From an optimization exercise on the open Yosys and OpenROAD flow, aimed at small area, a short achievable clock period and few clock cycles; shortcuts taken in it are not production practice. The RTL was checked by simulation tests, not by an equivalence proof against the original design.

==> run B: inputs <==
==> flow/design.v <==
package rv_core_pkg;
    typedef enum logic [6:0] {
        op_r      = 7'b0110011,          
        op_imm    = 7'b0010011,          
        op_load   = 7'b0000011,          
        op_store  = 7'b0100011,          
        op_branch = 7'b1100011           
    } opcode_e;
    typedef enum logic [2:0] {
        alu_add = 3'd0,
        alu_sub = 3'd1,
        alu_and = 3'd2,
        alu_or  = 3'd3,
        alu_slt = 3'd4
    } alu_op_e;
    typedef enum logic [1:0] {
        res_alu = 2'd0,
        res_mem = 2'd1,                  
        res_pc4 = 2'd2                   
    } result_src_e;
    typedef struct packed {
        logic [6:0]            funct7;
        logic [5-1:0] rs2;
        logic [5-1:0] rs1;
        logic [2:0]            funct3;
        logic [5-1:0] rd;
        opcode_e               opcode;
    } r_fmt_t;
    typedef struct packed {
        logic [11:0]           imm;
        logic [5-1:0] rs1;
        logic [2:0]            funct3;
        logic [5-1:0] rd;
        opcode_e               opcode;
    } i_fmt_t;
    typedef struct packed {
        logic [6:0]            imm_hi;   
        logic [5-1:0] rs2;
        logic [5-1:0] rs1;
        logic [2:0]            funct3;
        logic [4:0]            imm_lo;   
        opcode_e               opcode;
    } s_fmt_t;
    typedef struct packed {
        logic                  imm_12;
        logic [5:0]            imm_10_5;
        logic [5-1:0] rs2;
        logic [5-1:0] rs1;
        logic [2:0]            funct3;
        logic [3:0]            imm_4_1;
        logic                  imm_11;
        opcode_e               opcode;
    } b_fmt_t;
    typedef union packed {
        r_fmt_t r_fmt;
        i_fmt_t i_fmt;
        s_fmt_t s_fmt;
        b_fmt_t b_fmt;
    } instr_u;
endpackage
`timescale 1ns/10ps
module decoder (
    input  logic [31:0]       instr,
    output logic              reg_write,
    output logic              is_load,
    output logic              is_store,
    output logic              is_beq,        
    output logic              is_jmp,        
    output logic              use_rs1,
    output logic              use_rs2,
    output logic              alu_src,       
    output logic              sub,
    output logic              sel_and,
    output logic              sel_or,
    output logic              sel_slt,
    output logic [32-1:0]  imm,           
    output logic [12:0]       imm_b
);
    logic [6:0] opc;
    logic [2:0] f3;
    logic       op_r, op_i, op_l, op_s, op_b;
    assign opc  = instr[6:0];
    assign f3   = instr[14:12];
    assign op_r = (opc == 7'b0110011);
    assign op_i = (opc == 7'b0010011) && (f3 == 3'b000);
    assign op_l = (opc == 7'b0000011) && (f3 == 3'b010);
    assign op_s = (opc == 7'b0100011) && (f3 == 3'b010);
    assign op_b = (opc == 7'b1100011) && (f3 == 3'b000);
    logic r_ok;
    assign r_ok = op_r && ((f3 == 3'b000) || (f3 == 3'b010) || (f3 == 3'b110) || (f3 == 3'b111));
    assign reg_write = r_ok || op_i || op_l;
    assign is_load   = op_l;
    assign is_store  = op_s;
    assign is_jmp    = op_b && (instr[19:15] == instr[24:20]);
    assign is_beq    = op_b && (instr[19:15] != instr[24:20]);
    assign use_rs1   = r_ok || op_i || op_l || op_s || is_beq;
    assign use_rs2   = r_ok || op_s || is_beq;
    assign alu_src   = op_i || op_l || op_s;
    assign sub       = r_ok && (((f3 == 3'b000) && instr[30]) || (f3 == 3'b010));
    assign sel_and   = r_ok && (f3 == 3'b111);
    assign sel_or    = r_ok && (f3 == 3'b110);
    assign sel_slt   = r_ok && (f3 == 3'b010);
    assign imm   = op_s ? {{20{instr[31]}}, instr[31:25], instr[11:7]}
                        : {{20{instr[31]}}, instr[31:20]};
    assign imm_b = {instr[31], instr[7], instr[30:25], instr[11:8], 1'b0};
endmodule
`timescale 1ns/10ps
module reg_file (
    input  logic                   clk,
    input  logic                   rst_n,
    input  logic                   we,
    input  logic [5-1:0]  wa,
    input  logic [32-1:0]       wd,
    input  logic [5-1:0]  ra1,
    input  logic [5-1:0]  ra2,
    output logic [32-1:0]       rd1,
    output logic [32-1:0]       rd2
);
    logic [32-1:0] regs [0:32-1];
    logic [32-1:0] wd_r;
    assign wd_r    = wd & {32{rst_n}};
    assign regs[0] = '0;
    for (genvar i = 1; i < 32; i++) begin : g_reg
        always_ff @(posedge clk) begin
            if (!rst_n || (we && (wa == i))) begin
                regs[i] <= wd_r;
            end
        end
    end
    assign rd1 = regs[ra1];
    assign rd2 = regs[ra2];
endmodule
`timescale 1ns/10ps
module alu (
    input  logic [32-1:0]  a,
    input  logic [32-1:0]  b,
    input  logic              sub,       
    input  logic              sel_and,
    input  logic              sel_or,
    input  logic              sel_slt,
    output logic [32-1:0]  y
);
    logic [32-1:0] sum;
    logic             slt;
    assign sum = a + (b ^ {32{sub}}) + {{(32-1){1'b0}}, sub};
    assign slt = (a[32-1] != b[32-1]) ? a[32-1] : sum[32-1];
    always_comb begin
        if (sel_and)      y = a & b;
        else if (sel_or)  y = a | b;
        else if (sel_slt) y = {{(32-1){1'b0}}, slt};
        else              y = sum;
    end
endmodule
`timescale 1ns/10ps
module hazard_unit (
    input  logic [5-1:0]  rs,
    input  logic [32-1:0]       rf_val,
    input  logic                   wr_e,         
    input  logic [5-1:0]  rd_e,
    input  logic [32-1:0]       alu_e,
    input  logic                   wr_m,
    input  logic                   load_m,
    input  logic [5-1:0]  rd_m,
    input  logic [32-1:0]       res_m,
    input  logic [32-1:0]       ld_m,
    output logic [32-1:0]       val
);
    logic hit_e, hit_m;
    assign hit_e = wr_e && (rd_e == rs) && (rs != '0);
    assign hit_m = wr_m && (rd_m == rs) && (rs != '0);
    always_comb begin
        if (hit_e)                val = alu_e;
        else if (hit_m && load_m) val = ld_m;
        else if (hit_m)           val = res_m;
        else                      val = rf_val;
    end
endmodule
`timescale 1ns/10ps
module rv_core (
    input  logic               clk,
    input  logic               rst_n,
    output logic [32-1:0]   imem_addr,
    input  logic [32-1:0]   imem_rdata,
    output logic [32-1:0]   dmem_addr,
    output logic [32-1:0]   dmem_wdata,
    output logic               dmem_we,
    input  logic [32-1:0]   dmem_rdata
);
    logic [32-1:0]      pc_f;
    logic                  reg_write_f, is_load_f, is_store_f, is_beq_f, is_jmp_f;
    logic                  use_rs1_f, use_rs2_f, alu_src_f;
    logic                  sub_f, sel_and_f, sel_or_f, sel_slt_f;
    logic [32-1:0]      imm_f;
    logic [12:0]           imm_b_f;
    logic [32-1:0]      target_f;
    logic [5-1:0] rs1_f, rs2_f, rd_f;
    logic [32-1:0]      rf1, rf2, rs1v_f, rs2v_f;
    logic                  stall_f;
    logic                  reg_write_e, is_load_e, is_store_e, is_beq_e;
    logic                  sub_e, sel_and_e, sel_or_e, sel_slt_e;
    logic [5-1:0] rd_e;
    logic [32-1:0]      a_e, b_e, sdata_e, target_e, y_e;
    logic                  taken_e;
    logic                  reg_write_m, is_load_m, is_store_m;
    logic [5-1:0] rd_m;
    logic [32-1:0]      res_m, sdata_m, wd_m;
    assign imem_addr = pc_f;
    assign rs1_f     = imem_rdata[19:15];
    assign rs2_f     = imem_rdata[24:20];
    assign rd_f      = imem_rdata[11:7];
    decoder decoder_i (
        .instr     (imem_rdata),
        .reg_write (reg_write_f),
        .is_load   (is_load_f),
        .is_store  (is_store_f),
        .is_beq    (is_beq_f),
        .is_jmp    (is_jmp_f),
        .use_rs1   (use_rs1_f),
        .use_rs2   (use_rs2_f),
        .alu_src   (alu_src_f),
        .sub       (sub_f),
        .sel_and   (sel_and_f),
        .sel_or    (sel_or_f),
        .sel_slt   (sel_slt_f),
        .imm       (imm_f),
        .imm_b     (imm_b_f)
    );
    reg_file reg_file_i (
        .clk   (clk),
        .rst_n (rst_n),
        .we    (reg_write_m),
        .wa    (rd_m),
        .wd    (wd_m),
        .ra1   (rs1_f),
        .ra2   (rs2_f),
        .rd1   (rf1),
        .rd2   (rf2)
    );
    hazard_unit fwd1_i (
        .rs (rs1_f), .rf_val (rf1),
        .wr_e (reg_write_e), .rd_e (rd_e), .alu_e (y_e),
        .wr_m (reg_write_m), .load_m (is_load_m), .rd_m (rd_m), .res_m (res_m), .ld_m (dmem_rdata),
        .val (rs1v_f)
    );
    hazard_unit fwd2_i (
        .rs (rs2_f), .rf_val (rf2),
        .wr_e (reg_write_e), .rd_e (rd_e), .alu_e (y_e),
        .wr_m (reg_write_m), .load_m (is_load_m), .rd_m (rd_m), .res_m (res_m), .ld_m (dmem_rdata),
        .val (rs2v_f)
    );
    assign stall_f = is_load_e && (rd_e != '0) &&
                     ((use_rs1_f && (rs1_f == rd_e)) || (use_rs2_f && (rs2_f == rd_e)));
    assign target_f = pc_f + {{(32-13){imm_b_f[12]}}, imm_b_f};
    always_ff @(posedge clk) begin
        if (!rst_n) begin
            pc_f <= '0;
        end else if (taken_e) begin
            pc_f <= target_e;
        end else if (!stall_f) begin
            pc_f <= is_jmp_f ? target_f : (pc_f + 32'd4);
        end
    end
    always_ff @(posedge clk) begin
        if (!rst_n || taken_e || stall_f) begin
            reg_write_e <= 1'b0;
            is_load_e   <= 1'b0;
            is_store_e  <= 1'b0;
            is_beq_e    <= 1'b0;
        end else begin
            reg_write_e <= reg_write_f;
            is_load_e   <= is_load_f;
            is_store_e  <= is_store_f;
            is_beq_e    <= is_beq_f;
        end
    end
    always_ff @(posedge clk) begin
        rd_e      <= rd_f;
        sub_e     <= sub_f;
        sel_and_e <= sel_and_f;
        sel_or_e  <= sel_or_f;
        sel_slt_e <= sel_slt_f;
        a_e       <= rs1v_f;
        b_e       <= alu_src_f ? imm_f : rs2v_f;
        sdata_e   <= rs2v_f;
        target_e  <= target_f;
    end
    alu alu_i (
        .a       (a_e),
        .b       (b_e),
        .sub     (sub_e),
        .sel_and (sel_and_e),
        .sel_or  (sel_or_e),
        .sel_slt (sel_slt_e),
        .y       (y_e)
    );
    assign taken_e = is_beq_e && (a_e == sdata_e);
    always_ff @(posedge clk) begin
        if (!rst_n) begin
            reg_write_m <= 1'b0;
            is_load_m   <= 1'b0;
            is_store_m  <= 1'b0;
        end else begin
            reg_write_m <= reg_write_e;
            is_load_m   <= is_load_e;
            is_store_m  <= is_store_e;
        end
    end
    always_ff @(posedge clk) begin
        rd_m    <= rd_e;
        res_m   <= y_e;
        sdata_m <= sdata_e;
    end
    assign dmem_addr  = res_m;
    assign dmem_wdata = sdata_m;
    assign dmem_we    = is_store_m;
    assign wd_m       = is_load_m ? dmem_rdata : res_m;
endmodule
==> flow/run.sh <==
#!/bin/bash
# synth_recipe.tcl (not shown) runs the flow's synth.tcl, then flattens the netlist and writes it again
# the make line also repeats each setting of config.mk as NAME=value (left out here)
make -C /OpenROAD-flow-scripts/flow DESIGN_CONFIG=/design/flow/config.mk WORK_HOME=/design/flow/orfs CLKGATE_MAP_FILE= SYNTH_SCRIPT=/design/flow/synth_recipe.tcl finish
==> flow/config.mk <==
export PLATFORM = sky130hd
export DESIGN_NAME = rv_core
export DESIGN_NICKNAME = rv_core
export VERILOG_FILES = /design/flow/design.v
export SDC_FILE = /design/flow/constraint.sdc
export NUM_CORES = 4
export LEC_CHECK = 0
export CAP_MARGIN = 20
export CORE_MARGIN = 2
export CORE_UTILIZATION = 52
export CTS_BUF_LIST = sky130_fd_sc_hd__clkbuf_4 sky130_fd_sc_hd__clkbuf_8
export SETUP_SLACK_MARGIN = 5
export SLEW_MARGIN = 20
export TNS_END_PERCENT = 0
==> flow/constraint.sdc <==
create_clock -name core_clock -period 8.0 [get_ports {clk}]
set_input_delay 1.6000 -clock core_clock [delete_from_list [all_inputs] [get_ports {clk}]]
set_output_delay 1.6000 -clock core_clock [all_outputs]
set_load 0.01 [all_outputs]
==> run H: changes against run B <==
- CORE_UTILIZATION: 52 -> 40
- CTS_BUF_LIST: sky130_fd_sc_hd__clkbuf_4 sky130_fd_sc_hd__clkbuf_8 -> default
- SETUP_SLACK_MARGIN: 5 -> default
- TNS_END_PERCENT: 0 -> default
==> run D: changes against run B <==
- CORE_UTILIZATION: 52 -> 40
==> run summary <==
item	run D	run H	run B
TritonCTS buffer count	196	132	197
Number of buffers other than clock buffers in the final layout	498	325	544
Number of antenna violations at the first check in global routing	22	15	22
Run status	finished clean	finished clean	finished clean
Placed insts	6431	6445	6083
Proportion of cell area occupied by registers	51.3%	53.5%	51.6%
Routed wire length on met3	48.0 mm	48.3 mm	51.8 mm
Slowest stage cell on the critical path	sky130_fd_sc_hd__buf_6	sky130_fd_sc_hd__nor2_4	sky130_fd_sc_hd__nor4_1
Worst slew margin relative to its limit	17.7%	10.3%	20.6%
Clock buf/inv share	5.88%	6.63%	6.12%
Cts repair resizes	562	0	365
Total via count after detailed routing	50500	48900	51200
Buffer share of cell area	6.89%	4.57%	7.51%
DR iter-0 viols	12000	11900	12800
GR Util All Layers	37.6%	37.1%	49.2%
Post-layout util	49.2%	47.0%	63.1%
Slew at the pin with the worst max-slew slack	1230 ps	1340 ps	1190 ps
Wire length the detailed router placed on met1	90.6 mm	90.9 mm	93.0 mm
Wire length of the first global-routing pass	371 mm	365 mm	374 mm
Testbench counts of run B, summed over its fixed seeds: cycles 67,095.
Testbench counts of run H, summed over its fixed seeds: cycles 67,095.
Testbench counts of run D, summed over its fixed seeds: cycles 67,095.

[port drivers added, routing unchanged]
How much do the figures lean on ideal ports? The routed layouts below were timed once more, with nothing changed but the port constraints. Step 1: set_driving_cell puts a clkbuf_16 on clk and a buf_2 on each other input, an assumption about the parent block. Step 2 adds t to the input delays and takes it off the output delays; t is the mean of the earliest and latest rising clock arrival at the registers after step 1. Input paths then give back, and output paths get back, about the clock's delay inside the block. Slacks: ideal / step 1 / step 2; pairs: ideal / step 1.
run | t (ns) | setup slack, ns | worst setup path after step 2 | worst slew at a driven data input, ns | cell pins on the clock port's net
run B | 0.974 | 4.430 / 4.394 / 3.420 | input to register | 0.20 | 1
run H | 0.861 | 2.564 / 2.513 / 1.652 | input to register | 0.15 | 1
run D | 1.038 | 4.614 / 4.571 / 3.533 | input to register | 0.17 | 1
After both steps every run listed still meets setup and hold. For run D, which loses most, drivers alone change the setup slack by -0.043 ns; drivers and shift together by -1.081 ns.
